What follows belongs to an exercise in optimizing a design on an open flow for small area; a production flow would make more cautious choices.
Function was checked by simulation only, so behaviour that the tests miss may differ from the original.
No activity file was given, so power comes from the tool's default toggle rates.

== amber ==
Design reg_debug_tracker, start of the top module:
module reg_debug_tracker #(
  parameter int HOLD_FRAMES = 4,
  parameter int HOLD_W      = $clog2(HOLD_FRAMES + 1)
) (
  input  logic                 clk,
  input  logic                 reset,
  input  logic                 wb_we,
  input  logic [dbg_pkg::IDX_W-1:0] wb_rd,
  input  logic [dbg_pkg::XLEN-1:0]  wb_data,
  input  logic                 frame_start,
  input  logic                 freeze,
  output logic [dbg_pkg::NUM_REGS*dbg_pkg::XLEN-1:0] regs_out,
  output logic [dbg_pkg::NUM_REGS-1:0] changed_mask,
  output logic                 busy
);
Size in the first run: about 5400 cells after synthesis, roughly 2100 flip-flops, roughly 66000 sq um of cells after synthesis.
Settings: LEC_CHECK=0, CAP_MARGIN=20, CORE_MARGIN=2, CORE_UTILIZATION=75, PLACE_DENSITY=0.8, SLEW_MARGIN=20; clock period 5.0 ns.
standard.sh (not shown) runs the stock make flow with config.mk's settings and CLKGATE_MAP_FILE= SYNTH_SCRIPT=/design/flow/synth_recipe.tcl, a recipe that flattens the netlist after the stock synthesis.
==> flow/flow/run.sh <==
#!/bin/bash
# Standard ORFS layout (the standard.sh, unchanged synthesis), with two changes:
#  - port buffers are the smallest buffer, sky130_fd_sc_hd__buf_1, instead of the cell
#    buffer_ports picks by default;
#  - clock tree synthesis runs without dummy loads.
# make's full output goes to flow.log in the work folder; ORFS keeps each step's log under
# orfs/logs/.
set -euo pipefail
bash standard.sh \
  "BUFFER_PORTS_ARGS=-buffer_cell sky130_fd_sc_hd__buf_1" \
  "CTS_ARGS=-sink_clustering_enable -repair_clock_nets -dont_use_dummy_load -buf_list {sky130_fd_sc_hd__clkbuf_4 sky130_fd_sc_hd__clkbuf_8} -sink_clustering_size 20 -sink_clustering_max_diameter 50" \
  finish > flow.log 2>&1
amber: PPL-0024 in I/O pin placement -> run aborted
The following lists how pepper was set up differently from amber:
==> flow/flow/run.sh <==
#!/bin/bash
# Standard ORFS layout (the standard.sh, unchanged synthesis), with two changes:
#  - port buffers are the smallest buffer, sky130_fd_sc_hd__buf_1, instead of the cell
#    buffer_ports picks by default;
#  - clock tree synthesis builds the tree from clkbuf_16 only, with sink clusters of at most
#    28 flip-flops within 70 um, and without dummy loads.
# make's full output goes to flow.log in the work folder; ORFS keeps each step's log under
# orfs/logs/.
set -euo pipefail
bash standard.sh \
  "BUFFER_PORTS_ARGS=-buffer_cell sky130_fd_sc_hd__buf_1" \
  "CTS_ARGS=-sink_clustering_enable -repair_clock_nets -dont_use_dummy_load -buf_list {sky130_fd_sc_hd__clkbuf_16} -sink_clustering_size 28 -sink_clustering_max_diameter 70" \
  finish > flow.log 2>&1
--- a/flow/config.mk
+++ b/flow/config.mk
@@ -6,7 +6,7 @@
 export NUM_CORES = 4
 export LEC_CHECK = 0
-export CAP_MARGIN = 20
+export CAP_MARGIN = 5
 export CORE_MARGIN = 2
-export CORE_UTILIZATION = 75
-export PLACE_DENSITY = 0.8
-export SLEW_MARGIN = 20
+export CORE_UTILIZATION = 60
+export PLACE_DENSITY = 0.7
+export SLEW_MARGIN = 5
==> run notes <==
- pepper ended with every stage complete and zero timing, DRC or antenna violations.
- Register bit total from synthesis: pepper vs amber identical
- Re share of flip-flops with an asynchronous set or reset: no difference whatsoever between amber and pepper.
- Reported for amber and pepper, mean instance size in the synthesized netlist turned out identical to the last digit.
- Mux share of post-synthesis cell area: pepper vs amber identical
- amber -> pepper: synthesized cell count delta 0, exact match
- From pepper to amber, fraction of the mapped netlist area in compound gates did not move at all.
- pepper against amber: initial core utilization shows a reduction of 15 points, die width shows an increase of 12%, floorplan die height shows an increase of 35 um, row count shows an increase of 13, area after synthesis shows no meaningful change.
Input-level comparison between quartz and pepper:
==> flow/run.sh (new file) <==
#!/bin/bash
# synth_recipe.tcl (not shown) runs the flow's synth.tcl, then flattens the netlist and writes it again
# the make line also repeats each setting of config.mk as NAME=value (left out here)
make -C /OpenROAD-flow-scripts/flow DESIGN_CONFIG=/design/flow/config.mk WORK_HOME=/design/flow/orfs CLKGATE_MAP_FILE= SYNTH_SCRIPT=/design/flow/synth_recipe.tcl finish
--- a/flow/config.mk
+++ b/flow/config.mk
@@ -6,7 +6,10 @@
 export NUM_CORES = 4
 export LEC_CHECK = 0
-export CAP_MARGIN = 5
+export CAP_MARGIN = 20
 export CORE_MARGIN = 2
 export CORE_UTILIZATION = 60
+export CTS_BUF_LIST = sky130_fd_sc_hd__clkbuf_8
+export CTS_CLUSTER_DIAMETER = 45
+export CTS_CLUSTER_SIZE = 16
 export PLACE_DENSITY = 0.7
-export SLEW_MARGIN = 5
+export SLEW_MARGIN = 20
removed: flow/flow/run.sh
removed: flow/standard.sh
--- outcome ---
The final layouts of quartz and pepper pass the timing, design-rule and antenna checks. The global-route usage of quartz exceeds that of pepper by 1.9 points. The total length of routed wires number comes out lower for pepper vs quartz. Cmp quartz and pepper / data arrival time at the worst-slack endpoint / lower: quartz. pepper and quartz ended up with roughly the same global placement routability congestion. Against pepper, quartz reports a worst relative slew slack that is higher. There was hardly any difference in core area between pepper and quartz. [compare] base=pepper new=quartz: number of levels the H-tree was split into went up; post-synthesis share of cell area spent on full adders, half adders and majority gates did not really move.
Edits applied to the flow inputs when going from quartz to tundra:
==> flow/flow/run.sh (new file) <==
#!/bin/bash
# Standard ORFS layout (the standard.sh, unchanged synthesis), with two changes:
#  - port buffers are the smallest buffer, sky130_fd_sc_hd__buf_1, instead of the cell
#    buffer_ports picks by default;
#  - clock tree synthesis runs without dummy loads.
# make's full output goes to flow.log in the work folder; ORFS keeps each step's log under
# orfs/logs/.
set -euo pipefail
bash standard.sh \
  "BUFFER_PORTS_ARGS=-buffer_cell sky130_fd_sc_hd__buf_1" \
  "CTS_ARGS=-sink_clustering_enable -repair_clock_nets -dont_use_dummy_load -buf_list {sky130_fd_sc_hd__clkbuf_16} -sink_clustering_size 24 -sink_clustering_max_diameter 60" \
  finish > flow.log 2>&1
==> flow/standard.sh (new file) <==
#!/bin/bash
# synth_recipe.tcl (not shown) runs the flow's synth.tcl, then flattens the netlist and writes it again
# the make line also repeats each setting of config.mk as NAME=value (left out here)
make -C /OpenROAD-flow-scripts/flow DESIGN_CONFIG=/design/flow/config.mk WORK_HOME=/design/flow/orfs CLKGATE_MAP_FILE= SYNTH_SCRIPT=/design/flow/synth_recipe.tcl "${@:-finish}"
--- a/flow/config.mk
+++ b/flow/config.mk
@@ -9,7 +9,4 @@
 export CORE_MARGIN = 2
 export CORE_UTILIZATION = 60
-export CTS_BUF_LIST = sky130_fd_sc_hd__clkbuf_8
-export CTS_CLUSTER_DIAMETER = 45
-export CTS_CLUSTER_SIZE = 16
 export PLACE_DENSITY = 0.7
 export SLEW_MARGIN = 20
removed: flow/run.sh
## What came out
- Compared with quartz, tundra shows a higher number of gates on the worst path with buffers counted.
- Number of distinct library cells after synthesis came out exactly the same in quartz and tundra.
- The layout clock buffer count number comes out lower for tundra vs quartz.
For cedar, these inputs were changed with respect to tundra:
==> flow/flow/run.sh <==
#!/bin/bash
# Standard ORFS layout (the standard.sh, unchanged synthesis), with two changes:
#  - port buffers are the smallest buffer, sky130_fd_sc_hd__buf_1, instead of the cell
#    buffer_ports picks by default;
#  - clock tree synthesis builds the tree from clkbuf_8 only, with sink clusters of at most
#    16 flip-flops within 45 um, and without dummy loads.
# make's full output goes to flow.log in the work folder; ORFS keeps each step's log under
# orfs/logs/.
set -euo pipefail
bash standard.sh \
  "BUFFER_PORTS_ARGS=-buffer_cell sky130_fd_sc_hd__buf_1" \
  "CTS_ARGS=-sink_clustering_enable -repair_clock_nets -dont_use_dummy_load -buf_list {sky130_fd_sc_hd__clkbuf_8} -sink_clustering_size 16 -sink_clustering_max_diameter 45" \
  finish > flow.log 2>&1
--- a/flow/config.mk
+++ b/flow/config.mk
@@ -8,5 +8,5 @@
 export CAP_MARGIN = 20
 export CORE_MARGIN = 2
-export CORE_UTILIZATION = 60
-export PLACE_DENSITY = 0.7
+export CORE_UTILIZATION = 50
+export PLACE_DENSITY = 0.6
 export SLEW_MARGIN = 20
Results
cedar went all the way through the flow, and no timing, DRC or antenna check failed.
cedar vs tundra — sequential share of cell area rose 0.20 points.
Diff tundra -> cedar: total design power has decreased, clock-pin slew reported for the worst setup and hold paths after clock tree synthesis increased by 0.02 ns relative to the old numbers, final core utilization shows a reduction of 12 points.
Relative to cedar, the following input files were edited for juniper:
--- a/flow/config.mk
+++ b/flow/config.mk
@@ -6,7 +6,7 @@
 export NUM_CORES = 4
 export LEC_CHECK = 0
-export CAP_MARGIN = 20
+export CAP_MARGIN = 0
 export CORE_MARGIN = 2
-export CORE_UTILIZATION = 50
-export PLACE_DENSITY = 0.6
-export SLEW_MARGIN = 20
+export CORE_UTILIZATION = 60
+export PLACE_DENSITY = 0.7
+export SLEW_MARGIN = 0
Notes after the runs:
- Both conditions hold for juniper: the flow ran to the end and the final layout passed the timing, design-rule and antenna checks.
- Taking cedar as the reference, in juniper number of port buffers has remained practically unchanged, maximum ir drop on the vdd rail grew by about 2%.
- cedar → juniper: clock distribution power went down by about 5%; wire length after detailed routing lower; final instance count without filler cells lower.
- What cedar reported for core region area has to be multiplied by 0.830 to get the figure for juniper.
- For the register-to-register slack, juniper came in 0.09 ns lower than cedar did.
- juniper vs cedar: post-layout utilization of the core up
- cedar tops out at a higher clock frequency than juniper.

========
Starting RTL as in the previous note.
export LEC_CHECK = 0
export CAP_MARGIN = 20
export CORE_MARGIN = 2
export CORE_UTILIZATION = 60
export PLACE_DENSITY = 0.7
export SLEW_MARGIN = 20
create_clock -name core_clock -period 5.0 [get_ports {clk}]
==> flow/flow/run.sh <==
#!/bin/bash
# Standard ORFS layout (the standard.sh, unchanged synthesis), with two changes:
#  - port buffers are the smallest buffer, sky130_fd_sc_hd__buf_1, instead of the cell
#    buffer_ports picks by default;
#  - clock tree synthesis runs without dummy loads.
# make's full output goes to flow.log in the work folder; ORFS keeps each step's log under
# orfs/logs/.
set -euo pipefail
bash standard.sh \
  "BUFFER_PORTS_ARGS=-buffer_cell sky130_fd_sc_hd__buf_1" \
  "CTS_ARGS=-sink_clustering_enable -repair_clock_nets -dont_use_dummy_load -buf_list {sky130_fd_sc_hd__clkbuf_4 sky130_fd_sc_hd__clkbuf_8} -sink_clustering_size 20 -sink_clustering_max_diameter 50" \
  finish > flow.log 2>&1
Then changed:
==> flow/flow/run.sh (replaced) <==
#!/bin/bash
# Standard ORFS layout (the standard.sh, unchanged synthesis), with two changes:
#  - port buffers are the smallest buffer, sky130_fd_sc_hd__buf_1, instead of the cell
#    buffer_ports picks by default;
#  - clock tree synthesis builds the tree from clkbuf_8 only, with sink clusters of at most
#    16 flip-flops within 45 um, and without dummy loads.
# make's full output goes to flow.log in the work folder; ORFS keeps each step's log under
# orfs/logs/.
set -euo pipefail
bash standard.sh \
  "BUFFER_PORTS_ARGS=-buffer_cell sky130_fd_sc_hd__buf_1" \
  "CTS_ARGS=-sink_clustering_enable -repair_clock_nets -dont_use_dummy_load -buf_list {sky130_fd_sc_hd__clkbuf_8} -sink_clustering_size 16 -sink_clustering_max_diameter 45" \
  finish > flow.log 2>&1
CAP_MARGIN = 5   (was 20)
SLEW_MARGIN = 5   (was 20)
Final area is about the same; area after synthesis stays the same; register-to-register slack stays flat.
Then changed:
--- a/flow/flow/run.sh
+++ b/flow/flow/run.sh
@@ -3,6 +3,5 @@
 #  - port buffers are the smallest buffer, sky130_fd_sc_hd__buf_1, instead of the cell
 #    buffer_ports picks by default;
-#  - clock tree synthesis builds the tree from clkbuf_8 only, with sink clusters of at most
-#    16 flip-flops within 45 um, and without dummy loads.
+#  - clock tree synthesis runs without dummy loads.
 # make's full output goes to flow.log in the work folder; ORFS keeps each step's log under
 # orfs/logs/.
CAP_MARGIN = 20   (was 5)
SLEW_MARGIN = 20   (was 5)
Count of clock-buffer cells in the layout does not change.
Synthesized cell count is unchanged.
Design area is about the same.
Total power hardly moves.
Sequential share of layout area drops by 0.11 points.
Cell count hardly moves.

what the ideal ports hide:
The flow's constraints put no driver on any port. The routed layouts listed below were extracted and timed again, unchanged, in two steps.
Step 1, drivers: a clkbuf_16 drives clk and a buf_2 each remaining input, both assumed.
Step 2, shift: input delay + t, output delay - t, t = (earliest + latest rising clock arrival at the registers) / 2. This alone moves slack from input paths to output paths.
Three values: no drivers, after step 1, after step 2; two values: the first two.
run | shift t [ns] | slack for setup (ns) | hold slack, ns | pins driven straight from the clock port
pepper | 0.772 | 1.962 / 1.962 / 1.715 | 0.350 / 0.288 / 0.414 | 1
quartz | 0.984 | 1.859 / 1.774 / 1.588 | 0.452 / 0.450 / 0.452 | 1
tundra | 0.813 | 1.970 / 1.970 / 1.709 | 0.330 / 0.268 / 0.436 | 1
cedar | 0.980 | 2.019 / 2.019 / 1.568 | 0.129 / 0.070 / 0.405 | 1
juniper | 0.958 | 1.928 / 1.928 / 1.724 | 0.172 / 0.108 / 0.418 | 1
the first run of note 2 | 0.925 | 1.934 / 1.934 / 1.692 | 0.205 / 0.145 / 0.434 | 1
the second run of note 2 | 0.958 | 1.928 / 1.928 / 1.724 | 0.172 / 0.108 / 0.418 | 1
the third run of note 2 | 0.936 | 1.962 / 1.962 / 1.669 | 0.196 / 0.138 / 0.426 | 1
After both steps setup and hold are still met in every run listed. For cedar, which loses most, drivers alone change the setup slack by 0.000 ns; drivers and shift together by -0.451 ns.
